What follows belongs to an exercise in optimizing a design on an open flow for small area, a short achievable clock period and few clock cycles per item; a production flow would make more cautious choices.
Only simulation tests tie the RTL to the original design; equivalence was not proved.

### flow/config.mk
export PLATFORM = sky130hd
export DESIGN_NAME = sha256_block_compress
export DESIGN_NICKNAME = sha256_block_compress
export VERILOG_FILES = /design/flow/design.v
export SDC_FILE = /design/flow/constraint.sdc
export NUM_CORES = 4
export LEC_CHECK = 0
export CAP_MARGIN = 20
export CORE_MARGIN = 2
export CORE_UTILIZATION = 40
export SLEW_MARGIN = 20
### flow/constraint.sdc
create_clock -name core_clock -period 9.0 [get_ports {clk}]
set_input_delay 1.8000 -clock core_clock [delete_from_list [all_inputs] [get_ports {clk}]]
set_output_delay 1.8000 -clock core_clock [all_outputs]
set_load 0.01 [all_outputs]
### flow/design.v
package shabc_pkg;
  localparam int WORD_W     = 32;
  localparam int HASH_WORDS = 8;
  localparam int MSG_WORDS  = 16;
  localparam int ROUNDS     = 64;
  localparam int ROUND_W    = $clog2(ROUNDS);
  localparam int MSG_IDX_W  = $clog2(MSG_WORDS);
  localparam int HASH_IDX_W = $clog2(HASH_WORDS);
  localparam logic [MSG_IDX_W-1:0]  LAST_MSG_INDEX  = MSG_IDX_W'(MSG_WORDS - 1);
  localparam logic [HASH_IDX_W-1:0] LAST_HASH_INDEX = HASH_IDX_W'(HASH_WORDS - 1);
  localparam logic [ROUND_W-1:0]    LAST_ROUND      = ROUND_W'(ROUNDS - 1);
  typedef logic [WORD_W-1:0] word_t;
  typedef enum logic {
    CMD_LOAD_HASH = 1'b0,
    CMD_MSG_WORD  = 1'b1
  } command_t;
  typedef enum logic [1:0] {
    ST_IDLE,
    ST_ROUND,
    ST_FINAL,
    ST_OUT
  } state_t;
  typedef struct packed {
    logic                 command;
    logic [3:0]           word_index;
    logic [WORD_W-1:0]    data_word;
  } in_item_t;
  typedef struct packed {
    logic [WORD_W-1:0]    digest_word;
    logic [2:0]           digest_index;
    logic                 last_word;
  } out_item_t;
  typedef struct packed {
    logic                 load;
    logic                 step;
    logic [ROUND_W-1:0]   round;
  } dp_ctrl_t;
  function automatic word_t round_k(input logic [ROUND_W-1:0] r);
    case (r)
      6'd0: round_k = 32'h428A2F98;
      6'd1: round_k = 32'h71374491;
      6'd2: round_k = 32'hB5C0FBCF;
      6'd3: round_k = 32'hE9B5DBA5;
      6'd4: round_k = 32'h3956C25B;
      6'd5: round_k = 32'h59F111F1;
      6'd6: round_k = 32'h923F82A4;
      6'd7: round_k = 32'hAB1C5ED5;
      6'd8: round_k = 32'hD807AA98;
      6'd9: round_k = 32'h12835B01;
      6'd10: round_k = 32'h243185BE;
      6'd11: round_k = 32'h550C7DC3;
      6'd12: round_k = 32'h72BE5D74;
      6'd13: round_k = 32'h80DEB1FE;
      6'd14: round_k = 32'h9BDC06A7;
      6'd15: round_k = 32'hC19BF174;
      6'd16: round_k = 32'hE49B69C1;
      6'd17: round_k = 32'hEFBE4786;
      6'd18: round_k = 32'h0FC19DC6;
      6'd19: round_k = 32'h240CA1CC;
      6'd20: round_k = 32'h2DE92C6F;
      6'd21: round_k = 32'h4A7484AA;
      6'd22: round_k = 32'h5CB0A9DC;
      6'd23: round_k = 32'h76F988DA;
      6'd24: round_k = 32'h983E5152;
      6'd25: round_k = 32'hA831C66D;
      6'd26: round_k = 32'hB00327C8;
      6'd27: round_k = 32'hBF597FC7;
      6'd28: round_k = 32'hC6E00BF3;
      6'd29: round_k = 32'hD5A79147;
      6'd30: round_k = 32'h06CA6351;
      6'd31: round_k = 32'h14292967;
      6'd32: round_k = 32'h27B70A85;
      6'd33: round_k = 32'h2E1B2138;
      6'd34: round_k = 32'h4D2C6DFC;
      6'd35: round_k = 32'h53380D13;
      6'd36: round_k = 32'h650A7354;
      6'd37: round_k = 32'h766A0ABB;
      6'd38: round_k = 32'h81C2C92E;
      6'd39: round_k = 32'h92722C85;
      6'd40: round_k = 32'hA2BFE8A1;
      6'd41: round_k = 32'hA81A664B;
      6'd42: round_k = 32'hC24B8B70;
      6'd43: round_k = 32'hC76C51A3;
      6'd44: round_k = 32'hD192E819;
      6'd45: round_k = 32'hD6990624;
      6'd46: round_k = 32'hF40E3585;
      6'd47: round_k = 32'h106AA070;
      6'd48: round_k = 32'h19A4C116;
      6'd49: round_k = 32'h1E376C08;
      6'd50: round_k = 32'h2748774C;
      6'd51: round_k = 32'h34B0BCB5;
      6'd52: round_k = 32'h391C0CB3;
      6'd53: round_k = 32'h4ED8AA4A;
      6'd54: round_k = 32'h5B9CCA4F;
      6'd55: round_k = 32'h682E6FF3;
      6'd56: round_k = 32'h748F82EE;
      6'd57: round_k = 32'h78A5636F;
      6'd58: round_k = 32'h84C87814;
      6'd59: round_k = 32'h8CC70208;
      6'd60: round_k = 32'h90BEFFFA;
      6'd61: round_k = 32'hA4506CEB;
      6'd62: round_k = 32'hBEF9A3F7;
      6'd63: round_k = 32'hC67178F2;
      default: round_k = '0;
    endcase
  endfunction
endpackage
module shabc_round (
  input  logic [7:0][31:0] v_in,
  input  logic [31:0]      hkw,
  output logic [7:0][31:0] v_out
);
  function automatic logic [31:0] rotr(input logic [31:0] x, input int n);
    rotr = (x >> n) | (x << (32 - n));
  endfunction
  function automatic logic [63:0] csa(input logic [31:0] x, input logic [31:0] y,
                                      input logic [31:0] z);
    logic [31:0] s, c;
    s   = x ^ y ^ z;
    c   = (x & y) | (x & z) | (y & z);
    csa = {c[30:0], 1'b0, s};
  endfunction
  function automatic logic [31:0] ks_add(input logic [31:0] x, input logic [31:0] y);
    logic [31:0] g, p, p0;
    g  = x & y;
    p  = x ^ y;
    p0 = p;
    for (int d = 1; d < 32; d = d * 2) begin
      for (int i = 31; i >= d; i--) begin
        g[i] = g[i] | (p[i] & g[i-d]);
        p[i] = p[i] & p[i-d];
      end
    end
    ks_add = p0 ^ {g[30:0], 1'b0};
  endfunction
  logic [31:0] a, b, c, d, e, f, g;
  logic [31:0] s0, s1, ch, maj;
  logic [63:0] y1, y2, y3, y4, y5;
  always_comb begin
    a = v_in[0]; b = v_in[1]; c = v_in[2]; d = v_in[3];
    e = v_in[4]; f = v_in[5]; g = v_in[6];
    s0  = rotr(a, 2) ^ rotr(a, 13) ^ rotr(a, 22);
    s1  = rotr(e, 6) ^ rotr(e, 11) ^ rotr(e, 25);
    ch  = (e & f) ^ (~e & g);
    maj = (a & b) ^ (a & c) ^ (b & c);
    y1 = csa(d, hkw, ch);
    y2 = csa(y1[31:0], y1[63:32], s1);
    y3 = csa(hkw, ch, maj);
    y4 = csa(y3[31:0], y3[63:32], s1);
    y5 = csa(y4[31:0], y4[63:32], s0);
    v_out = {g, f, e, ks_add(y2[31:0], y2[63:32]), c, b, a, ks_add(y5[31:0], y5[63:32])};
  end
endmodule
module sha256_block_compress (
  input  logic        clk,
  input  logic        rst,
  input  logic        start,
  output logic        busy,
  input  logic [36:0] item,
  output logic [35:0] result,
  output logic        result_strobe
);
  logic        cmd;
  logic [3:0]  idx;
  logic [31:0] data;
  assign cmd  = item[36];
  assign idx  = item[35:32];
  assign data = item[31:0];
  logic [7:0][31:0]  hash;
  logic [7:0][31:0]  v, v_rnd;
  logic [15:0][31:0] msg, win;
  logic [31:0]       hkw;
  logic              run, fin, ob;
  logic [5:0]        kcnt;    
  logic [2:0]        oidx;
  function automatic logic [31:0] rotr(input logic [31:0] x, input int n);
    rotr = (x >> n) | (x << (32 - n));
  endfunction
  logic is_load, is_go, load_blk, go_blk, msg_blk, accept, go, do_load, do_msg;
  assign is_load  = !cmd && !idx[3];
  assign is_go    = cmd && (idx == 4'd15);
  assign load_blk = run || fin || (ob && (idx[2:0] > oidx));
  assign go_blk   = run || fin;
  assign msg_blk  = run && (kcnt < 6'd15) && ({2'b00, idx} > kcnt + 6'd1);
  assign busy     = (is_load && load_blk) || (is_go && go_blk) || (cmd && msg_blk);
  assign accept   = start && !busy;
  assign go       = accept && is_go;
  assign do_load  = accept && is_load;
  assign do_msg   = accept && cmd;
  logic [3:0]  ridx;
  logic [31:0] w_msg, w_sched, w_next, k_t;
  assign ridx    = 4'(kcnt + 6'd1);
  assign w_msg   = msg[ridx];
  assign w_sched = (rotr(win[1], 17) ^ rotr(win[1], 19) ^ (win[1] >> 10))
                 + win[6]
                 + (rotr(win[14], 7) ^ rotr(win[14], 18) ^ (win[14] >> 3))
                 + win[15];
  assign w_next  = (kcnt < 6'd15) ? w_msg : w_sched;
  assign k_t     = shabc_pkg::round_k(kcnt);
  shabc_round u_round (
    .v_in  (v),
    .hkw   (hkw),
    .v_out (v_rnd)
  );
  always_ff @(posedge clk) begin
    if (rst) begin
      run  <= 1'b0;
      fin  <= 1'b0;
      ob   <= 1'b0;
      kcnt <= '0;
      oidx <= '0;
    end else begin
      fin <= run && (kcnt == 6'd0);
      if (go) begin
        run  <= 1'b1;
        kcnt <= 6'd1;
      end else if (run) begin
        if (kcnt == 6'd0) run  <= 1'b0;
        else              kcnt <= kcnt + 6'd1;
      end
      if (fin) begin
        ob   <= 1'b1;
        oidx <= '0;
      end else if (ob) begin
        oidx <= oidx + 3'd1;
        if (oidx == 3'd7) ob <= 1'b0;
      end
    end
  end
  always_ff @(posedge clk) begin
    if (rst) begin
      hash <= '0;
    end else if (do_load) begin
      hash[idx[2:0]] <= data;
    end else if (fin) begin
      for (int i = 0; i < 8; i++) hash[i] <= hash[i] + v[i];
    end
  end
  always_ff @(posedge clk) begin
    if (do_msg) msg[idx] <= data;
  end
  always_ff @(posedge clk) begin
    v   <= go ? hash : v_rnd;
    hkw <= (go ? hash[7] : v[6]) + k_t + (go ? msg[0] : win[0]);
    win[15:2] <= win[14:1];
    win[1]    <= go ? msg[0] : win[0];
    win[0]    <= go ? msg[1] : w_next;
  end
  assign result_strobe = ob;
  assign result        = {hash[oidx], oidx, (oidx == 3'd7)};
endmodule
### flow/run.sh
#!/bin/bash
# synth_recipe.tcl (not shown) runs the flow's synth.tcl, then flattens the netlist and writes it again
# the make line also repeats each setting of config.mk as NAME=value (left out here)
make -C /OpenROAD-flow-scripts/flow DESIGN_CONFIG=/design/flow/config.mk WORK_HOME=/design/flow/orfs CLKGATE_MAP_FILE= SYNTH_SCRIPT=/design/flow/synth_recipe.tcl finish
==> results by group, run 1 <==
Clocking
  • CTS Sinks: 1580
  • Setup Buffers After CTS: 0
  • TritonCTS clock tree: built
  • Clock slew at reported path FFs: 0.06 ns
  • Clk buf depth: 3
  • TritonCTS buffer count: 174
  • Post-CTS sizing: 0
  • H-tree levels: 4
  • CTS Hold Bufs: 0
  • Worst-Skew Late Latency: 0.89 ns
  • Root buf cell: clkbuf_16

Route
  • Antenna Nets Post-Route: 0
  • Initial DRT Pass Iterations: 9
  • First DRT Iteration DRCs: 9202
  • Drt drc: 0
  • Drt total wl: 338 mm
  • DR vias: 71100
  • Via/cell ratio: 6.06
  • WL/cell: 28.8 um

STA
  • Slew headroom: 0.151
  • Slew Viols, Final: 0
  • Setup-failing EPs final: 0
  • Hold WS: 0.315 ns
  • Setup TNS Final: 0 ns
  • Final hold viol count: 0
  • Max Freq: 132 MHz
  • Final Critical Period: 7.57 ns
  • RSZ-0062 raised after global routing: false
  • Clock skew: 0.0922 ns
  • PnR worst setup slack: 1.43 ns
  • Measured slew at the worst slew-check pin: 1.27 ns
  • Final period util: 0.841

Setup path
  • Worst Path Max Fanout: 27
  • Startpoint Class: input pin
  • Element type at the critical path end: flop
  • CP most frequent cell: a21oi_1
  • Critical path's slowest cell: o31ai_1
  • Highest cell delay on the worst timing path: 0.61 ns
  • Arrival time worst endpoint: 8.26 ns
  • Crit Path Class: in2reg
  • Worst Path Required: 9.69 ns

Placed design
  • Placed cell count: 11400
  • Worst slack, placed: 0.779 ns
  • Area after DPL: 94000 um^2
  • Placer congestion estimate: 1.01
  • # port buffers: 77
  • HPWL after detailed placement: 249 mm

Synth
  • Synthesized area: 89900 um^2
  • Top-count cell post-synth: nand2_1
  • Syn nets: 9397
  • Yosys cell types: 105
  • Synth top area share: 0.238
  • Most common library cells after synthesis: 1082 x nand2_1, 1068 x dfxtp_1, 520 x a21oi_1
  • Post-synth ARST share: 0
  • Number of flops mapped to enable cells by yosys: 512
  • Synth Register Bits: 1580
  • Seq/Total Area, Yosys: 0.409
  • Ranking of synthesized cells by area: dfxtp_1 24%, edfxtp_1 17%, mux2_2 6.2%
  • Syn Inst Count: 8687
  • Most used DFF post-synth: dfxtp_1
  • Synthesis warning total: 2
  • Synth area leader: dfxtp_1
  • Synthesized area per cell: 10.3 um^2

Global route
  • Total global-route track usage: 0.287
  • Vias in the first global route: 66800
  • GRT Residual Overflow: 0
  • Global-route wire length before repair: 483 mm
  • Antenna violations before repair: 24
  • Pin count of the biggest net entering global routing: 154

Floorplan
  • Initial Util: 0.401
  • Num rows: 174
  • Die area: 229000 um^2
  • Die X-Extent: 478 um
  • Die Y: 478 um
  • IO Count: 78
  • Core area: 224000 um^2

Min path
  • Hold Path Class: reg2reg

Finish
  • Syn-to-layout area delta: 11.3%
  • Fillers: 21100
  • Area of the multi-input gates: 49700 um^2
  • Final nets: 9290
  • Post-route cell area: 100000 um^2
  • Register area: 36800 um^2
  • Share of layout cells above drive strength 1: 0.148
  • Non-Filler Instances: 11700
  • Final Util: 0.447

Flow run
  • Max-cap violations: 0

Status
  • Run status: complete, no violations
[final cells by class]
| class | count | share of cell area |
|---|---|---|
| tap | 2992 | 0.0374 |
| clock buffer | 246 | 0.0495 |
| inverter | 448 | 0.0169 |
| multi-input combinational | 6133 | 0.497 |
| timing repair buffer | 243 | 0.0215 |
| sequential | 1580 | 0.368 |
| antenna | 8 | 0.000200 |
| clock inverter | 77 | 0.0102 |
[cell usage in the layout, fill, tap and decap left out, types with 74 or more instances in the layout]
cell type,instances
a211oi_1,168
a21o_1,214
a21oi_1,519
a221oi_1,155
a22oi_1,74
buf_4,155
clkbuf_16,177
clkdlybuf4s50_1,75
dfxtp_1,1060
edfxtp_1,512
fa_1,256
ha_1,410
inv_1,442
mux2_2,497
mux2i_1,101
mux4_2,235
nand2_1,1082
nand3_1,107
nor2_1,425
nor2b_1,86
nor3_1,89
o21ai_0,341
xnor2_1,372
xor2_1,186
[cells by family after synthesis]
group	share of synthesized area
buffers and inverters	0.0415
AND/OR/NAND/NOR	0.103
adder cells (fa/ha/maj)	0.115
multiplexers	0.132
AO/OA/AOI/OAI	0.145
flip-flops	0.409
XOR/XNOR	0.0545
[per-layer routing]
metal	up-vias	routed length (um)	GRT usage	share of wire
li1	31100	-	-	-
met1	35500	143000	0.403	0.42
met2	3705	142000	0.418	0.42
met3	756	31800	0.0560	0.094
met4	16	20300	0.152	0.060
met5	-	96	0	0.00028
[critical path: cells and delay by family]
| kind | cells | cell delay (ns) |
|---|---|---|
| compound gates | 11 | 2.63 |
| xor+xnor | 1 | 0.13 |
| fa+ha+maj | 3 | 1.23 |
| buf+inv | 4 | 1.05 |
| simple gates | 7 | 1.38 |
[path summary, 6_finish.rpt]
check,from,cells past startpoint,to,slack [ns]
hold reg to reg,win[184],0,win[216],0.32
setup / recovery,item[33],26,hkw[30],1.43
setup reg to reg,kcnt[0],28,hkw[30],1.57
hold / removal,win[184],0,win[216],0.32
[registers in the layout (all words and copies together) (netlist names)]
register / count
msg: 512
win: 512
hash: 256
v: 256
hkw: 32
kcnt: 6
oidx: 3
fin: 1
ob: 1
run: 1
Testbench counts, summed over its fixed seeds: cycles 23,277, blocks 320.
==> run 2: changes to the inputs <==
--- a/flow/design.v
+++ b/flow/design.v
@@ -170,13 +170,16 @@
   logic [7:0][31:0]  v, v_rnd;
   logic [15:0][31:0] msg, win;
   logic [31:0]       hkw;
-  logic              run, fin, ob;
+  logic              act, com, fin, ob;
+  logic [15:0]       fresh;    
   logic [5:0]        kcnt;    
   logic [2:0]        oidx;
   function automatic logic [31:0] rotr(input logic [31:0] x, input int n);
     rotr = (x >> n) | (x << (32 - n));
   endfunction
   logic is_load, is_go, load_blk, go_blk, msg_blk, accept, go, do_load, do_msg;
+  logic run;
+  assign run      = act && com;
   assign is_load  = !cmd && !idx[3];
   assign is_go    = cmd && (idx == 4'd15);
   assign load_blk = run || fin || (ob && (idx[2:0] > oidx));
@@ -197,6 +200,16 @@
                  + win[15];
   assign w_next  = (kcnt < 6'd15) ? w_msg : w_sched;
   assign k_t     = shabc_pkg::round_k(kcnt);
+  logic [31:0] hkw_run, hkw_start;
+  assign hkw_run   = v[6] + k_t + win[0];
+  assign hkw_start = hash[7] + shabc_pkg::round_k(6'd0) + msg[0];
+  logic spec_ok, spec_go, start_now;
+  assign spec_ok   = !do_load
+                   && !(do_msg && ({2'b00, idx} <= kcnt + 6'd1))
+                   && (kcnt < 6'd14) && fresh[ridx];
+  assign spec_go   = !act && !fin && !do_load && !(do_msg && idx < 4'd2)
+                   && fresh[0] && fresh[1];
+  assign start_now = go ? !(act && spec_ok) : spec_go;
   shabc_round u_round (
     .v_in  (v),
     .hkw   (hkw),
@@ -204,19 +217,31 @@
   );
   always_ff @(posedge clk) begin
     if (rst) begin
-      run  <= 1'b0;
-      fin  <= 1'b0;
-      ob   <= 1'b0;
-      kcnt <= '0;
-      oidx <= '0;
+      act   <= 1'b0;
+      com   <= 1'b0;
+      fin   <= 1'b0;
+      ob    <= 1'b0;
+      kcnt  <= '0;
+      oidx  <= '0;
+      fresh <= '0;
     end else begin
       fin <= run && (kcnt == 6'd0);
-      if (go) begin
-        run  <= 1'b1;
+      if (go) fresh <= '0;
+      else if (do_msg) fresh[idx] <= 1'b1;
+      if (go) com <= 1'b1;
+      else if (run && kcnt == 6'd0) com <= 1'b0;
+      if (start_now) begin
+        act  <= 1'b1;
         kcnt <= 6'd1;
       end else if (run) begin
-        if (kcnt == 6'd0) run  <= 1'b0;
+        if (kcnt == 6'd0) act  <= 1'b0;
         else              kcnt <= kcnt + 6'd1;
+      end else if (act) begin
+        if (spec_ok) kcnt <= kcnt + 6'd1;
+        else begin
+          act  <= 1'b0;
+          kcnt <= 6'd0;
+        end
       end
       if (fin) begin
         ob   <= 1'b1;
@@ -227,24 +252,29 @@
       end
     end
   end
+  logic hadd;
+  assign hadd = fin || (run && (kcnt >= 6'd62 || kcnt == 6'd0));
   always_ff @(posedge clk) begin
     if (rst) begin
       hash <= '0;
     end else if (do_load) begin
       hash[idx[2:0]] <= data;
-    end else if (fin) begin
-      for (int i = 0; i < 8; i++) hash[i] <= hash[i] + v[i];
+    end else if (hadd) begin
+      hash[3:1] <= hash[2:0];
+      hash[0]   <= hash[3] + v[0];
+      hash[7:5] <= hash[6:4];
+      hash[4]   <= hash[7] + v[4];
     end
   end
   always_ff @(posedge clk) begin
     if (do_msg) msg[idx] <= data;
   end
   always_ff @(posedge clk) begin
-    v   <= go ? hash : v_rnd;
-    hkw <= (go ? hash[7] : v[6]) + k_t + (go ? msg[0] : win[0]);
+    v   <= start_now ? hash : v_rnd;
+    hkw <= start_now ? hkw_start : hkw_run;
     win[15:2] <= win[14:1];
-    win[1]    <= go ? msg[0] : win[0];
-    win[0]    <= go ? msg[1] : w_next;
+    win[1]    <= start_now ? msg[0] : win[0];
+    win[0]    <= start_now ? msg[1] : w_next;
   end
   assign result_strobe = ob;
   assign result        = {hash[oidx], oidx, (oidx == 3'd7)};
==> run 2 against run 1 <==
Against the previous run: die area fell by 7.6%; largest cell class unchanged; fmax increased by 12%; sequential share of layout area rose by 2.8 points; via count down 12%; flip-flop and latch count is 15 lower; utilization hardly changed; worst setup slack better by 0.78 ns; non-clock buffer count is 35 lower; highest routed layer unchanged.
==> results by group, run 2 <==
Status
  • Run status: complete, no violations

Setup path
  • Crit Path Class: reg2out
  • Worst path top cell family by delay: buffers and inverters
  • CP most frequent cell: ha_1
  • Buf/Inv on CP: 2 (-2)
  • Element type at the critical path end: primary output
  • Worst path cell trace: buf_4 -> ha_1 -> nand2_1 -> xnor2_4 -> ha_1 -> nand4_1 -> and3_1 -> o21ai_1 -> nor3_1 -> a211o_1 -> clkdlybuf4s50_1
  • Worst Path Required: 7.20 ns (-2.49 ns)
  • Highest cell delay on the worst timing path: 0.70 ns (+0.09 ns)
  • Arrival time worst endpoint: 4.98 ns (-3.28 ns)
  • Startpoint Class: flop
  • Critical path's slowest cell: dfxtp_2
  • Worst Path Max Fanout: 40 (+48%)

Finish
  • Largest regs: msg x512, win x512, hash x256
  • Share of layout cells above drive strength 1: 0.148 (-0.000344)
  • Non-Filler Instances: 10500 (-10%)
  • Fillers: 19100 (-9.6%)
  • Most frequent cells in the layout: 1046 x dfxtp_1, 987 x nand2_1, 615 x nor2_1, 512 x edfxtp_1, 465 x inv_1
  • Final nets: 8269 (-11%)
  • Syn-to-layout area delta: 11.1%
  • Most common cell after layout, fill and taps aside: dfxtp_1

Clocking
  • CTS Sinks: 1565 (-0.95%)
  • H-tree levels: 4 (unchanged)
  • Clk buf depth: 3 (unchanged)
  • CTS Hold Bufs: 0 (unchanged)
  • TritonCTS buffer count: 168 (-3.4%)
  • TritonCTS clock tree: built
  • Setup Buffers After CTS: 0 (unchanged)
  • Post-CTS sizing: 0 (unchanged)
  • Root buf cell: clkbuf_16
  • Worst-Skew Late Latency: 0.87 ns (-0.02 ns)
  • Clock slew at reported path FFs: 0.07 ns (about the same)

Global route
  • Vias in the first global route: 58900 (-12%)
  • Global-route wire length before repair: 408 mm (-16%)
  • Antenna violations before repair: 12 (-50%)
  • Total global-route track usage: 0.262 (-0.0253)
  • GRT Residual Overflow: 0 (unchanged)
  • Pin count of the biggest net entering global routing: 159 (+3.2%)

Route
  • Drt total wl: 283 mm (-16%)
  • WL/cell: 26.9 um (-6.7%)
  • First DRT Iteration DRCs: 7573 (-18%)
  • Initial DRT Pass Iterations: 7 (-2)
  • DR vias: 62800 (-12%)
  • Via/cell ratio: 5.96 (-1.7%)
  • Antenna Nets Post-Route: 0 (unchanged)
  • Drt drc: 0 (unchanged)

Floorplan
  • Num rows: 167 (-4.0%)
  • Core area: 207000 um^2 (-7.8%)
  • Initial Util: 0.402 (+0.000561)
  • IO Count: 78 (unchanged)
  • Die X-Extent: 460 um (-3.9%)
  • Die Y: 460 um (-3.9%)
  • Die area: 211000 um^2 (-7.6%)

Synth
  • Post-synth ARST share: 0 (unchanged)
  • Ranking of synthesized cells by area: dfxtp_1 25%, edfxtp_1 19%, mux4_2 6.3%
  • Synth area leader: dfxtp_1
  • Syn Inst Count: 7867 (-9.4%)
  • Synth Register Bits: 1565 (-0.95%)
  • Synthesized area: 83100 um^2 (-7.6%)
  • Synthesis warning total: 2 (unchanged)
  • Seq/Total Area, Yosys: 0.439 (+0.0301)
  • Yosys cell types: 91 (-13%)
  • Number of flops mapped to enable cells by yosys: 512 (unchanged)
  • Top-count cell post-synth: dfxtp_1
  • Synth top area share: 0.254 (+0.0160)
  • Synthesized area per cell: 10.6 um^2 (+2.0%)
  • Syn nets: 8444 (-10%)
  • Most common library cells after synthesis: 1053 x dfxtp_1, 996 x nand2_1, 623 x nor2_1
  • Most used DFF post-synth: dfxtp_1

Placed design
  • Worst slack, placed: 2.31 ns (+1.53 ns)
  • Placed cell count: 10200 (-10%)
  • # port buffers: 77 (unchanged)
  • HPWL after detailed placement: 197 mm (-21%)
  • Placer congestion estimate: 0.950 (-6.0%)

STA
  • Final hold viol count: 0 (unchanged)
  • Clock skew: 0.0685 ns (-0.0237 ns)
  • Measured slew at the worst slew-check pin: 1.16 ns (-0.107 ns)
  • Slew headroom: 0.222 (+0.0713)
  • RSZ-0062 raised after global routing: false
  • Hold WS: 0.320 ns (+0.00477 ns)
  • Slew Viols, Final: 0 (unchanged)
  • Final Critical Period: 6.78 ns (-0.784 ns)
  • Final period util: 0.754 (-0.0872)
  • Setup-failing EPs final: 0 (unchanged)
  • Setup TNS Final: 0 ns (unchanged)
  • PnR worst setup slack: 2.22 ns (+0.784 ns)
  • Max Freq: 147 MHz (+12%)

Min path
  • Hold Path Class: reg2reg

Flow run
  • Max-cap violations: 0 (unchanged)
run 2: cell types whose count changed after synthesis, sizes merged, moves of 40 or more:
cell / before / now
a21o: 214 / 108
a21oi: 521 / 285
nor2: 445 / 623
nor2b: 102 / 33
xor2: 186 / 146
nand3: 110 / 68
a22oi: 74 / 213
xnor2: 373 / 284
nand2: 1083 / 996
ha: 414 / 285
a211oi: 170 / 63
and3: 71 / 23
mux2i: 101 / 45
a221oi: 155 / 238
run 2: cell families (layout without fill, tap and decap cells):
kind of cell,Yosys count,in the layout,synth area share
and+or+nand+nor,1960,1960,0.0977
DFF,1565,1565,0.439
AOI/OAI and AO/OA,1560,1560,0.129
buffers and inverters,1023,990,0.0471
muxes,791,791,0.138
adders and majority gates,538,538,0.104
xor gates and xnor gates,430,430,0.0456
other,0,2,0
run 2: path summary, 6_finish.rpt:
path | from | end | slack (ns) | cells after the start
worst max-delay path | kcnt[2] | busy | 2.22 | 11
worst min-delay path | win[147] | win[179] | 0.32 | 0
worst min register to register | win[147] | win[179] | 0.32 | 0
worst max register to register | kcnt[0] | hkw[30] | 2.36 | 21
run 2: layer usage:
metal,vias up,GRT usage,part of all wire
li1,27600,-,-
met1,31400,0.357,0.41
met2,3188,0.396,0.44
met3,593,0.0527,0.094
met4,4,0.130,0.057
met5,-,0,0.000095
run 2: final cells by class:
| cell class | count | area [um^2] | area share |
|---|---|---|---|
| timing repair buffer | 208 | 1870 | 0.0202 |
| inverter | 470 | 1770 | 0.0192 |
| multi-input combinational | 5279 | 42900 | 0.465 |
| clock buffer | 248 | 4930 | 0.0534 |
| antenna | 2 | 5.00 | 0.0000542 |
| tap | 2704 | 3380 | 0.0367 |
| clock inverter | 64 | 956 | 0.0104 |
| sequential | 1565 | 36500 | 0.395 |
run 2: per-stage QoR:
step / util / cell area [um^2]
6_report: 0.446 / 92300
5_1_grt: 0.446 / 92300
4_1_cts: 0.446 / 92300
3_5_place_dp: 0.418 / 86400
3_3_place_gp: 0.418 / 86300
2_1_floorplan: - / 83100
Testbench counts of run 2, summed over its fixed seeds: cycles 22,094, blocks 320.
==> run 3: changes to the inputs <==
--- a/flow/design.v
+++ b/flow/design.v
@@ -160,38 +160,35 @@
   output logic [35:0] result,
   output logic        result_strobe
 );
+  logic        cq_v;
+  logic [36:0] cq;
   logic        cmd;
   logic [3:0]  idx;
   logic [31:0] data;
-  assign cmd  = item[36];
-  assign idx  = item[35:32];
-  assign data = item[31:0];
+  assign cmd  = cq[36];
+  assign idx  = cq[35:32];
+  assign data = cq[31:0];
   logic [7:0][31:0]  hash;
   logic [7:0][31:0]  v, v_rnd;
   logic [15:0][31:0] msg, win;
   logic [31:0]       hkw;
   logic              act, com, fin, ob;
   logic [15:0]       fresh;    
-  logic [5:0]        kcnt;    
+  logic [5:0]        kcnt;     
   logic [2:0]        oidx;
   function automatic logic [31:0] rotr(input logic [31:0] x, input int n);
     rotr = (x >> n) | (x << (32 - n));
   endfunction
-  logic is_load, is_go, load_blk, go_blk, msg_blk, accept, go, do_load, do_msg;
-  logic run;
+  logic is_load, is_go, accept, go, do_load, do_msg, run;
   assign run      = act && com;
   assign is_load  = !cmd && !idx[3];
   assign is_go    = cmd && (idx == 4'd15);
-  assign load_blk = run || fin || (ob && (idx[2:0] > oidx));
-  assign go_blk   = run || fin;
-  assign msg_blk  = run && (kcnt < 6'd15) && ({2'b00, idx} > kcnt + 6'd1);
-  assign busy     = (is_load && load_blk) || (is_go && go_blk) || (cmd && msg_blk);
-  assign accept   = start && !busy;
+  assign accept   = cq_v && !busy;
   assign go       = accept && is_go;
   assign do_load  = accept && is_load;
   assign do_msg   = accept && cmd;
   logic [3:0]  ridx;
-  logic [31:0] w_msg, w_sched, w_next, k_t;
+  logic [31:0] w_msg, w_sched, w_next, k_t;    
   assign ridx    = 4'(kcnt + 6'd1);
   assign w_msg   = msg[ridx];
   assign w_sched = (rotr(win[1], 17) ^ rotr(win[1], 19) ^ (win[1] >> 10))
@@ -199,7 +196,6 @@
                  + (rotr(win[14], 7) ^ rotr(win[14], 18) ^ (win[14] >> 3))
                  + win[15];
   assign w_next  = (kcnt < 6'd15) ? w_msg : w_sched;
-  assign k_t     = shabc_pkg::round_k(kcnt);
   logic [31:0] hkw_run, hkw_start;
   assign hkw_run   = v[6] + k_t + win[0];
   assign hkw_start = hash[7] + shabc_pkg::round_k(6'd0) + msg[0];
@@ -215,41 +211,74 @@
     .hkw   (hkw),
     .v_out (v_rnd)
   );
+  logic        cq_v_d, act_d, com_d, fin_d, ob_d, busy_d, run_d;
+  logic [36:0] cq_d;
+  logic [5:0]  kcnt_d;
+  logic [2:0]  oidx_d;
+  logic [15:0] fresh_d;
+  always_comb begin
+    cq_d    = (start && !busy) ? item : cq;
+    cq_v_d  = (start && !busy) || (cq_v && !accept);
+    fin_d   = run && (kcnt == 6'd0);
+    fresh_d = fresh;
+    if (go) fresh_d = '0;
+    else if (do_msg) fresh_d[idx] = 1'b1;
+    com_d   = go || (com && !(run && kcnt == 6'd0));
+    act_d   = act;
+    kcnt_d  = kcnt;
+    if (start_now) begin
+      act_d  = 1'b1;
+      kcnt_d = 6'd1;
+    end else if (run) begin
+      if (kcnt == 6'd0) act_d  = 1'b0;
+      else              kcnt_d = kcnt + 6'd1;
+    end else if (act) begin
+      if (spec_ok) kcnt_d = kcnt + 6'd1;
+      else begin
+        act_d  = 1'b0;
+        kcnt_d = 6'd0;
+      end
+    end else begin
+      kcnt_d = 6'd0;
+    end
+    ob_d   = ob;
+    oidx_d = oidx;
+    if (fin) begin
+      ob_d   = 1'b1;
+      oidx_d = '0;
+    end else if (ob) begin
+      oidx_d = oidx + 3'd1;
+      if (oidx == 3'd7) ob_d = 1'b0;
+    end
+    run_d  = go || (run && kcnt != 6'd0);
+    busy_d = cq_v_d && (
+        (!cq_d[36] && !cq_d[35] && (run_d || fin_d || (ob_d && (cq_d[34:32] > oidx_d))))
+     || ( cq_d[36] && (cq_d[35:32] == 4'd15) && (run_d || fin_d))
+     || ( cq_d[36] && go && (cq_d[35:32] > 4'd2))
+     || ( cq_d[36] && run && (kcnt != 6'd0) && (kcnt < 6'd14)
+          && ({2'b00, cq_d[35:32]} > kcnt + 6'd2)));
+  end
   always_ff @(posedge clk) begin
+    cq   <= cq_d;
+    kcnt <= kcnt_d;
     if (rst) begin
+      cq_v  <= 1'b0;
       act   <= 1'b0;
       com   <= 1'b0;
       fin   <= 1'b0;
       ob    <= 1'b0;
-      kcnt  <= '0;
       oidx  <= '0;
       fresh <= '0;
+      busy  <= 1'b0;
     end else begin
-      fin <= run && (kcnt == 6'd0);
-      if (go) fresh <= '0;
-      else if (do_msg) fresh[idx] <= 1'b1;
-      if (go) com <= 1'b1;
-      else if (run && kcnt == 6'd0) com <= 1'b0;
-      if (start_now) begin
-        act  <= 1'b1;
-        kcnt <= 6'd1;
-      end else if (run) begin
-        if (kcnt == 6'd0) act  <= 1'b0;
-        else              kcnt <= kcnt + 6'd1;
-      end else if (act) begin
-        if (spec_ok) kcnt <= kcnt + 6'd1;
-        else begin
-          act  <= 1'b0;
-          kcnt <= 6'd0;
-        end
-      end
-      if (fin) begin
-        ob   <= 1'b1;
-        oidx <= '0;
-      end else if (ob) begin
-        oidx <= oidx + 3'd1;
-        if (oidx == 3'd7) ob <= 1'b0;
-      end
+      cq_v  <= cq_v_d;
+      act   <= act_d;
+      com   <= com_d;
+      fin   <= fin_d;
+      ob    <= ob_d;
+      oidx  <= oidx_d;
+      fresh <= fresh_d;
+      busy  <= busy_d;
     end
   end
   logic hadd;
@@ -272,6 +301,7 @@
   always_ff @(posedge clk) begin
     v   <= start_now ? hash : v_rnd;
     hkw <= start_now ? hkw_start : hkw_run;
+    k_t <= start_now ? shabc_pkg::round_k(6'd1) : shabc_pkg::round_k(kcnt + 6'd1);
     win[15:2] <= win[14:1];
     win[1]    <= start_now ? msg[0] : win[0];
     win[0]    <= start_now ? msg[1] : w_next;
==> run 3 against run 2 <==
Against the previous run: clock skew is 0.0094 ns higher; critical endpoint is now result[27]; highest routed layer unchanged.
==> results by group, run 3 <==
Placed design
  • HPWL after detailed placement: 217 mm (+10%)
  • Placer congestion estimate: 0.987 (+3.9%)
  • # port buffers: 77 (unchanged)
  • Worst slack, placed: 3.48 ns (+1.17 ns)
  • Area after DPL: 88100 um^2 (+2.0%)

Synth
  • Seq/Total Area, Yosys: 0.451 (+0.0125)
  • Synth Register Bits: 1636 (+4.5%)
  • Most used DFF post-synth: dfxtp_1
  • Synthesized area per cell: 9.68 um^2 (-8.3%)
  • Post-synth ARST share: 0 (unchanged)
  • Yosys cell types: 94 (+3.3%)
  • Syn Inst Count: 8742 (+11%)
  • Synth area leader: dfxtp_1
  • Synth top area share: 0.258 (+0.00453)
  • Ranking of synthesized cells by area: dfxtp_1 26%, edfxtp_1 19%, nand2_1 6.6%
  • Top-count cell post-synth: nand2_1
  • Synthesized area: 84600 um^2 (+1.9%)
  • Most common library cells after synthesis: 1499 x nand2_1, 1092 x dfxtp_1, 852 x o21ai_0
  • Syn nets: 9321 (+10%)
  • Number of flops mapped to enable cells by yosys: 544 (+6.3%)
  • Synthesis warning total: 2 (unchanged)

Floorplan
  • Die Y: 464 um (+0.93%)
  • Die area: 215000 um^2 (+1.9%)
  • IO Count: 78 (unchanged)
  • Die X-Extent: 464 um (+0.93%)
  • Num rows: 168 (+0.60%)
  • Core area: 210000 um^2 (+1.6%)
  • Initial Util: 0.403 (+0.00106)

STA
  • Slew Viols, Final: 0 (unchanged)
  • Slew headroom: 0.174 (-0.0483)
  • Final period util: 0.640 (-0.114)
  • Setup-failing EPs final: 0 (unchanged)
  • Setup TNS Final: 0 ns (unchanged)
  • Final Critical Period: 5.76 ns (-1.02 ns)
  • PnR worst setup slack: 3.24 ns (+1.02 ns)
  • Max Freq: 174 MHz (+18%)
  • Measured slew at the worst slew-check pin: 1.23 ns (+0.0724 ns)
  • Clock skew: 0.0779 ns (+0.00944 ns)
  • Final hold viol count: 0 (unchanged)
  • RSZ-0062 raised after global routing: false

Setup path
  • Element type at the critical path end: primary output
  • Arrival time worst endpoint: 3.96 ns (-1.02 ns)
  • Worst Setup SP: oidx[0]
  • Worst Path Required: 7.20 ns (about the same)
  • Worst Path Max Fanout: 24 (-40%)
  • Crit Path Class: reg2out
  • Startpoint Class: flop
  • R2r startpoint: v[2]

Clocking
  • H-tree levels: 4 (unchanged)
  • CTS Sinks: 1636 (+4.5%)
  • TritonCTS buffer count: 177 (+5.4%)
  • Clock slew at reported path FFs: 0.06 ns (about the same)
  • Post-CTS sizing: 0 (unchanged)
  • Setup Buffers After CTS: 0 (unchanged)
  • Clk buf depth: 3 (unchanged)
  • Root buf cell: clkbuf_16
  • TritonCTS clock tree: built
  • Worst-Skew Late Latency: 0.89 ns (+0.02 ns)
  • CTS Hold Bufs: 0 (unchanged)

Finish
  • Syn-to-layout area delta: 11.3%
  • Final nets: 9124 (+10%)
  • Share of layout cells above drive strength 1: 0.0993 (-0.0485)
  • Most frequent cells in the layout: 1451 x nand2_1, 1086 x dfxtp_1, 841 x o21ai_0, 630 x nor2_1, 594 x a21oi_1
  • Largest regs: msg x512, win x512, hash x256
  • Most common cell after layout, fill and taps aside: nand2_1
  • Post-route cell area: 94100 um^2 (+2.0%)

Flow run
  • Max-cap violations: 0 (unchanged)

Route
  • Drt total wl: 321 mm (+13%)
  • First DRT Iteration DRCs: 9377 (+24%)
  • Antenna Nets Post-Route: 0 (unchanged)
  • Drt drc: 0 (unchanged)
  • WL/cell: 27.9 um (+3.9%)
  • Via/cell ratio: 5.95 (-0.11%)
  • DR vias: 68500 (+9.0%)
  • Initial DRT Pass Iterations: 8 (+1)

Global route
  • Antenna violations before repair: 18 (+6)
  • Vias in the first global route: 64000 (+8.8%)
  • Total global-route track usage: 0.292 (+0.0294)
  • GRT Residual Overflow: 0 (unchanged)
  • Pin count of the biggest net entering global routing: 174 (+9.4%)
  • Global-route wire length before repair: 460 mm (+13%)

Min path
  • Hold_sp: win[441]
  • Hold Path Class: reg2reg

Status
  • Run status: complete, no violations
run 3: changes by cell type in the layout (fill, tap and decap cells not counted), sizes merged, moves of 26 or more:
cell	before	now
mux2	514	100
nand3	68	106
a22oi	213	92
dfxtp	1053	1092
a21oi	285	604
nand2	996	1500
nor3	59	198
o21ai	333	869
edfxtp	512	544
and2	47	15
a221oi	238	27
xnor2	284	310
run 3: critical path: stages (launching register included):
cell             delay, ns
dfxtp_4               0.78
buf_4                 0.71
mux4_2                0.67
mux2_2                0.34
clkdlybuf4s50_1       0.51
run 3: layer usage:
metal | part of all wire | vias to the layer above | GRT usage
li1 | - | 30000 | -
met1 | 0.40 | 33600 | 0.391
met2 | 0.42 | 4120 | 0.426
met3 | 0.11 | 830 | 0.0718
met4 | 0.068 | 16 | 0.171
met5 | 0.00032 | - | 0
run 3: final timing paths:
kind,end,slack [ns],depth (start not counted)
worst max-delay path,result[27],3.24,4
worst min-delay path,win[473],0.31,0
worst max register to register,v[30],3.36,19
worst min register to register,win[473],0.31,0
run 3: layout make-up:
cell class	count	area (um^2)
Tap cell	2805	3510
Sequential cell	1636	38200
Clock buffer	244	5110
Timing Repair Buffer	195	1790
Inverter	452	1700
Antenna cell	8	20.0
Multi-Input combinational cell	6083	42900
Clock inverter	83	946
Fill cell	19900	116000
run 3: cells by family (layout without fill, tap and decap cells):
family / after synthesis / in the layout / synth area share
compound gates: 2085 / 2085 / 0.145
xor+xnor: 456 / 456 / 0.0474
fa+ha+maj: 541 / 541 / 0.102
buf+inv: 1023 / 974 / 0.0467
flops: 1636 / 1636 / 0.451
mux: 375 / 375 / 0.0798
other cells: 0 / 8 / 0
simple gates: 2626 / 2626 / 0.127
run 3: stage by stage:
step,cells,utilization,hold WS [ns]
global route,11500,0.448,0.322
global placement,11200,0.419,0.310
floorplan,8742,-,0.310
CTS,11500,0.448,0.317
finish,11500,0.448,0.314
detailed placement,11200,0.419,0.312
Testbench counts of run 3, summed over its fixed seeds: cycles 22,102, blocks 320.
==> run 4: changes to the inputs <==
--- a/flow/design.v
+++ b/flow/design.v
@@ -306,6 +306,9 @@
     win[1]    <= start_now ? msg[0] : win[0];
     win[0]    <= start_now ? msg[1] : w_next;
   end
-  assign result_strobe = ob;
-  assign result        = {hash[oidx], oidx, (oidx == 3'd7)};
+  always_ff @(posedge clk) begin
+    if (rst) result_strobe <= 1'b0;
+    else     result_strobe <= ob;
+    result <= {hash[oidx], oidx, (oidx == 3'd7)};
+  end
 endmodule
--- a/flow/config.mk
+++ b/flow/config.mk
@@ -8,4 +8,5 @@
 export CAP_MARGIN = 20
 export CORE_MARGIN = 2
 export CORE_UTILIZATION = 40
+export SETUP_SLACK_MARGIN = 4.0
 export SLEW_MARGIN = 20
==> run 4 against run 3 <==
Against the previous run: non-clock buffer count up 25; clock-buffer cell count down 1; fmax up 14%; largest cell class unchanged; clock skew down 0.014 ns; critical path type is now reg2reg; design area up 1.7%; highest routed layer unchanged.
==> results by group, run 4 <==
Floorplan
  • IO Count: 78 (unchanged)
  • Die Y: 466 um (+0.36%)
  • Die area: 217000 um^2 (+0.72%)
  • Num rows: 169 (+0.60%)
  • Initial Util: 0.402 (-0.000684)
  • Die X-Extent: 466 um (+0.36%)
  • Core area: 212000 um^2 (+0.90%)

Synth
  • Syn nets: 9353 (+0.34%)
  • Post-synth ARST share: 0 (unchanged)
  • Synthesis warning total: 2 (unchanged)
  • Synth top area share: 0.265 (+0.00683)
  • Synth area leader: dfxtp_1
  • Seq/Total Area, Yosys: 0.457 (+0.00544)
  • Most used DFF post-synth: dfxtp_1
  • Most common library cells after synthesis: 1486 x nand2_1, 1129 x dfxtp_1, 832 x o21ai_0
  • Top-count cell post-synth: nand2_1
  • Synthesized area per cell: 9.71 um^2 (+0.36%)
  • Ranking of synthesized cells by area: dfxtp_1 27%, edfxtp_1 19%, nand2_1 6.5%
  • Synth Register Bits: 1673 (+2.3%)
  • Synthesized area: 85200 um^2 (+0.73%)
  • Number of flops mapped to enable cells by yosys: 544 (unchanged)
  • Syn Inst Count: 8774 (+0.37%)
  • Yosys cell types: 82 (-13%)

Setup path
  • R2R Setup Slk: 3.96 ns (+0.60 ns)
  • Worst Path Max Fanout: 45 (+88%)
  • Element type at the critical path end: flop
  • CP most frequent cell: nand4_1
  • Crit Path Class: reg2reg
  • Worst Path Required: 9.59 ns (+2.39 ns)
  • Highest cell delay on the worst timing path: 0.98 ns (+0.20 ns)
  • Critical path's slowest cell: nand4_1
  • Startpoint Class: flop
  • Arrival time worst endpoint: 5.63 ns (+1.67 ns)
  • Worst path cell trace: buf_4 -> ha_1 -> nand4_1 -> nand4_1 -> o21a_4 -> buf_12 -> o311ai_0

STA
  • RSZ-0062 raised after global routing: true
  • Final Critical Period: 5.04 ns (-0.715 ns)
  • Final period util: 0.560 (-0.0795)
  • Measured slew at the worst slew-check pin: 1.25 ns (+0.0157 ns)
  • Setup-failing EPs final: 0 (unchanged)
  • Setup TNS Final: 0 ns (unchanged)
  • Max Freq: 198 MHz (+14%)
  • Slew Viols, Final: 0 (unchanged)
  • Slew headroom: 0.166 (-0.00758)
  • Hold WS: 0.301 ns (-0.0134 ns)
  • Final hold viol count: 0 (unchanged)
  • Clock skew: 0.0639 ns (-0.0141 ns)

Finish
  • Syn-to-layout area delta: 12.3%
  • Final nets: 9174 (+0.55%)
  • Largest regs: msg x512, win x512, hash x256
  • Most common cell after layout, fill and taps aside: nand2_1
  • Most frequent cells in the layout: 1474 x nand2_1, 1052 x dfxtp_1, 782 x o21ai_0, 627 x nor2_1, 566 x a21oi_1
  • Post-route cell area: 95700 um^2 (+1.7%)
  • Share of layout cells above drive strength 1: 0.111 (+0.0115)
  • Fillers: 20100 (+1.0%)
  • Non-Filler Instances: 11600 (+0.60%)

Placed design
  • # port buffers: 77 (unchanged)
  • Placer congestion estimate: 1.00 (+1.8%)
  • Placed cell count: 11200 (+0.33%)
  • HPWL after detailed placement: 221 mm (+1.7%)
  • Area after DPL: 88600 um^2 (+0.62%)

Global route
  • Pin count of the biggest net entering global routing: 203 (+17%)
  • Vias in the first global route: 64800 (+1.2%)
  • Antenna violations before repair: 13 (-5)
  • Total global-route track usage: 0.293 (+0.00166)
  • Global-route wire length before repair: 464 mm (+0.93%)
  • GRT Residual Overflow: 0 (unchanged)

Clocking
  • Clock slew at reported path FFs: 0.06 ns (about the same)
  • TritonCTS buffer count: 178 (+0.56%)
  • H-tree levels: 4 (unchanged)
  • CTS Sinks: 1673 (+2.3%)
  • Worst-Skew Late Latency: 0.87 ns (-0.02 ns)
  • CTS Hold Bufs: 0 (unchanged)
  • TritonCTS clock tree: built
  • Clk buf depth: 3 (unchanged)
  • Root buf cell: clkbuf_16

Flow run
  • Max-cap violations: 0 (unchanged)

Route
  • Initial DRT Pass Iterations: 9 (+1)
  • Antenna Nets Post-Route: 0 (unchanged)
  • First DRT Iteration DRCs: 9517 (+1.5%)
  • WL/cell: 28.2 um (+1.0%)
  • Drt drc: 0 (unchanged)
  • DR vias: 69500 (+1.4%)
  • Drt total wl: 326 mm (+1.6%)
  • Via/cell ratio: 6.00 (+0.82%)

Min path
  • Hold Path Class: reg2reg

Status
  • Run status: complete, no violations
==> run 4: critical path, delay by kind of cell (launching register included) <==
family / cells / cell delay, ns
and+or+nand+nor: 2 / 1.90
buffers and inverters: 2 / 1.00
AOI/OAI and AO/OA: 2 / 0.97
adders and majority gates: 1 / 0.52
DFF: 1 / 0.33
==> run 4: layout make-up <==
type,count,area (um^2),area share
diodes,9,22.5,0.000235
clock buffers,243,5060,0.0528
clock inverters,87,1140,0.0119
inverters,455,1710,0.0179
multi-input cells,6067,43000,0.450
flip-flops and latches,1673,39100,0.409
well taps,2821,3530,0.0369
repair buffers,220,2110,0.0221
==> run 4: through the flow <==
stage	setup WS (ns)	util
after floorplan	-1.58	-
after global placement	2.89	0.418
after detailed placement	3.15	0.418
after CTS	3.96	0.449
after global routing	3.95	0.452
final	3.96	0.452
==> run 4: cells by family (layout without fill, tap and decap cells) <==
kind of cell	Yosys count	after routing	share of synthesized area
other cells	0	9	0
buf+inv	1037	1005	0.0470
simple gates	2618	2618	0.126
compound gates	2084	2087	0.144
mux	371	371	0.0786
fa+ha+maj	540	540	0.101
flops	1673	1673	0.457
xor+xnor	451	451	0.0463
==> run 4: path summary, 6_finish.rpt <==
path	from	end	cells after the start
min reg2reg	win[385]	win[417]	0
max reg2reg	cq[32]	k_t[17]	7
max	cq[32]	k_t[17]	7
min	win[385]	win[417]	0
==> run 4: what timing repair did <==
item	CTS	global route
setup buffers	11	12
gates cloned	4	0
resized for setup	69	126
setup endpoints to repair	378	79
pin swaps	7	17
==> run 4: routing by layer <==
metal	track usage	part of all wire	up-vias
met4	0.168	0.063	10
li1	-	-	30200
met2	0.422	0.42	4297
met5	0	0.00018	-
met3	0.0771	0.12	857
met1	0.397	0.40	34100
Testbench counts of run 4, summed over its fixed seeds: cycles 22,110, blocks 320.
==> run 5: changes to the inputs <==
--- a/flow/config.mk
+++ b/flow/config.mk
@@ -8,5 +8,6 @@
 export CAP_MARGIN = 20
 export CORE_MARGIN = 2
 export CORE_UTILIZATION = 40
+export CTS_BUF_LIST = sky130_fd_sc_hd__clkbuf_4 sky130_fd_sc_hd__clkbuf_8
 export SETUP_SLACK_MARGIN = 4.0
 export SLEW_MARGIN = 20
==> run 5 against run 4 <==
Against the previous run: still clean; design area barely moved; utilization hardly changed; first-iteration DRC count down 5.5%; die area unchanged; non-clock buffer count is 1 lower; worst setup slack improved by 0.068 ns; critical path type unchanged; largest cell class unchanged; highest routed layer unchanged.
==> results by group, run 5 <==
Synth
  • Synthesis warning total: 2 (unchanged)
  • Synthesized area per cell: 9.71 um^2 (unchanged)
  • Most used DFF post-synth: dfxtp_1
  • Synthesized area: 85200 um^2 (unchanged)
  • Seq/Total Area, Yosys: 0.457 (unchanged)
  • Post-synth ARST share: 0 (unchanged)
  • Syn Inst Count: 8774 (unchanged)
  • Synth top area share: 0.265 (unchanged)
  • Syn nets: 9353 (unchanged)
  • Yosys cell types: 82 (unchanged)
  • Number of flops mapped to enable cells by yosys: 544 (unchanged)
  • Top-count cell post-synth: nand2_1
  • Ranking of synthesized cells by area: dfxtp_1 27%, edfxtp_1 19%, nand2_1 6.5%
  • Synth area leader: dfxtp_1
  • Most common library cells after synthesis: 1486 x nand2_1, 1129 x dfxtp_1, 832 x o21ai_0
  • Synth Register Bits: 1673 (unchanged)

Finish
  • Most common cell after layout, fill and taps aside: nand2_1
  • Largest regs: msg x512, win x512, hash x256
  • Fillers: 20200 (+0.84%)
  • Share of layout cells above drive strength 1: 0.131 (+0.0203)
  • Syn-to-layout area delta: 12.3% (about the same)
  • Most frequent cells in the layout: 1476 x nand2_1, 1053 x dfxtp_1, 781 x o21ai_0, 627 x nor2_1, 567 x a21oi_1
  • Final nets: 9294 (+1.3%)

Placed design
  • HPWL after detailed placement: 221 mm (unchanged)
  • Worst slack, placed: 3.15 ns (unchanged)
  • # port buffers: 77 (unchanged)
  • Placer congestion estimate: 1.00 (unchanged)

Route
  • Via/cell ratio: 5.95 (-0.80%)
  • Drt drc: 0 (unchanged)
  • DR vias: 70000 (+0.76%)
  • Initial DRT Pass Iterations: 8 (-1)
  • First DRT Iteration DRCs: 8994 (-5.5%)
  • WL/cell: 27.8 um (-1.4%)
  • Antenna Nets Post-Route: 0 (unchanged)
  • Drt total wl: 327 mm (+0.17%)

Clocking
  • TritonCTS clock tree: built
  • Root buf cell: clkbuf_8
  • Clk buf depth: 4 (+1)
  • Worst-Skew Late Latency: 1.10 ns (+0.23 ns)
  • TritonCTS buffer count: 299 (+68%)
  • Clock slew at reported path FFs: 0.07 ns (about the same)
  • H-tree levels: 5 (+1)
  • CTS Sinks: 1673 (unchanged)

Floorplan
  • Die X-Extent: 466 um (unchanged)
  • Core area: 212000 um^2 (unchanged)
  • Die area: 217000 um^2 (unchanged)
  • Die Y: 466 um (unchanged)
  • Initial Util: 0.402 (unchanged)
  • Num rows: 169 (unchanged)
  • IO Count: 78 (unchanged)

Flow run
  • Max-cap violations: 0 (unchanged)

Global route
  • GRT Residual Overflow: 0 (unchanged)
  • Vias in the first global route: 65600 (+1.2%)
  • Global-route wire length before repair: 465 mm (+0.23%)
  • Antenna violations before repair: 15 (+2)
  • Total global-route track usage: 0.294 (+0.000368)
  • Pin count of the biggest net entering global routing: 203 (unchanged)

STA
  • Max Freq: 201 MHz (+1.4%)
  • Final period util: 0.553 (-0.00757)
  • Slew Viols, Final: 0 (unchanged)
  • Final hold viol count: 0 (unchanged)
  • Setup-failing EPs final: 0 (unchanged)
  • Slew headroom: 0.197 (+0.0303)
  • Final Critical Period: 4.98 ns (-0.0681 ns)
  • RSZ-0062 raised after global routing: true
  • PnR worst setup slack: 4.02 ns (+0.0681 ns)
  • Hold WS: 0.303 ns (+0.00148 ns)
  • Measured slew at the worst slew-check pin: 1.20 ns (-0.0455 ns)
  • Clock skew: 0.0758 ns (+0.0119 ns)

Setup path
  • Highest cell delay on the worst timing path: 0.53 ns (-0.45 ns)
  • Buf/Inv on CP: 2 (unchanged)
  • Worst Path Required: 9.99 ns (+0.40 ns)
  • Arrival time worst endpoint: 5.97 ns (+0.34 ns)
  • Worst path cell trace: xnor2_2 -> xnor2_1 -> fa_1 -> inv_1 -> fa_1 -> inv_1 -> ha_1 -> fa_1 -> a21o_1 -> nand4_1 -> nand2_1 -> o311ai_4 -> nand2_2 -> a21o_1 -> a41o_1 -> a2111oi_4 -> a41oi_1 -> a211oi_1
  • Critical path's slowest cell: fa_1
  • Element type at the critical path end: flop
  • Crit Path Class: reg2reg
  • Worst path top cell family by delay: compound AO/OA/AOI/OAI gates
  • CP most frequent cell: fa_1
  • Worst Path Max Fanout: 3 (-93%)
  • Startpoint Class: flop

Min path
  • Hold Path Class: reg2reg

Status
  • Run status: complete, no violations
[run 5: cell families (layout without fill, tap and decap cells)]
| logic type | count (synthesis) | after routing | synth area share |
|---|---|---|---|
| buffers and inverters | 1037 | 1184 | 0.0470 |
| AOI/OAI and AO/OA | 2084 | 2087 | 0.144 |
| and+or+nand+nor | 2618 | 2618 | 0.126 |
| adders and majority gates | 540 | 540 | 0.101 |
| xor gates and xnor gates | 451 | 451 | 0.0463 |
| other | 0 | 12 | 0 |
| muxes | 371 | 371 | 0.0786 |
| DFF | 1673 | 1673 | 0.457 |
[run 5: through the flow]
step	instance area, um^2	cells	setup TNS (ns)	utilization
2_1_floorplan	85600	8774	-552.19	-
5_1_grt	95700	11700	0	0.452
3_5_place_dp	88600	11200	0	0.418
6_report	95700	11800	0	0.452
3_3_place_gp	88600	11200	0	0.418
4_1_cts	95100	11700	0	0.449
[run 5: what timing repair did]
action / 4_1_cts / 5_1_grt
gates cloned: 3 / 0
resized for setup: 76 / 117
hold buffers: 0 / 0
endpoints found under the setup margin: 377 / 255
buffers inserted: 10 / 12
pin swaps: 7 / 15
[run 5: routing by layer]
metal	up-vias	track usage	part of all wire
met1	34200	0.400	0.40
li1	30400	-	-
met5	-	0	0.000080
met2	4415	0.424	0.42
met3	890	0.0749	0.12
met4	4	0.164	0.064
[run 5: path summary, 6_finish.rpt]
| kind | startpoint | endpoint | slack (ns) | depth (start not counted) |
|---|---|---|---|---|
| setup reg to reg | win[52] | win[29] | 4.02 | 18 |
| hold reg to reg | win[285] | win[317] | 0.30 | 0 |
| hold / removal | win[285] | win[317] | 0.30 | 0 |
| setup / recovery | win[52] | win[29] | 4.02 | 18 |
[run 5: worst register-to-register path, stage by stage (launching register included)]
cell and delay, ns:
dfxtp_4 0.41, xnor2_2 0.17, xnor2_1 0.17, fa_1 0.53, inv_1 0.11, fa_1 0.51
inv_1 0.04, ha_1 0.22, fa_1 0.47, a21o_1 0.19, nand4_1 0.09, nand2_1 0.14
o311ai_4 0.37, nand2_2 0.13, a21o_1 0.23, a41o_1 0.35, a2111oi_4 0.37, a41oi_1 0.08
a211oi_1 0.28
[run 5: cell type report]
| cell class | instances | area, um^2 | share of cell area |
|---|---|---|---|
| inverters | 455 | 1710 | 0.0179 |
| flip-flops and latches | 1673 | 39100 | 0.409 |
| clock inverters | 68 | 619 | 0.00647 |
| repair buffers | 219 | 2090 | 0.0219 |
| diodes | 12 | 30.0 | 0.000314 |
| multi-input cells | 6067 | 43100 | 0.450 |
| clock buffers | 442 | 5550 | 0.0580 |
| well taps | 2821 | 3530 | 0.0369 |

==> separate check: timing with driven ports <==
No port has a modelled driver above. Below, the same layouts with a new extraction and two added sets of constraints. Step 1, drivers: a clkbuf_16 drives clk and a buf_2 each remaining input, both assumed. Step 2, shift: input delay + t, output delay - t, t = (earliest + latest rising clock arrival at the registers) / 2. This alone moves slack from input paths to output paths. Slacks: ideal / step 1 / step 2; pairs: ideal / step 1.
run	t, ns	setup WS [ns]	worst setup path after step 2
run 1	0.931	1.432 / 1.434 / 0.503	input to register
run 2	0.922	2.216 / 2.128 / 2.113	input to register
run 3	0.940	3.240 / 3.151 / 3.358	register to register
run 4	0.940	3.956 / 3.956 / 3.509	input to register
run 5	1.159	4.024 / 4.024 / 3.584	input to register
After both steps every run listed still meets setup and hold. The setup slack of run 1, which loses most, moves by +0.002 ns with the drivers and by -0.929 ns with both steps.
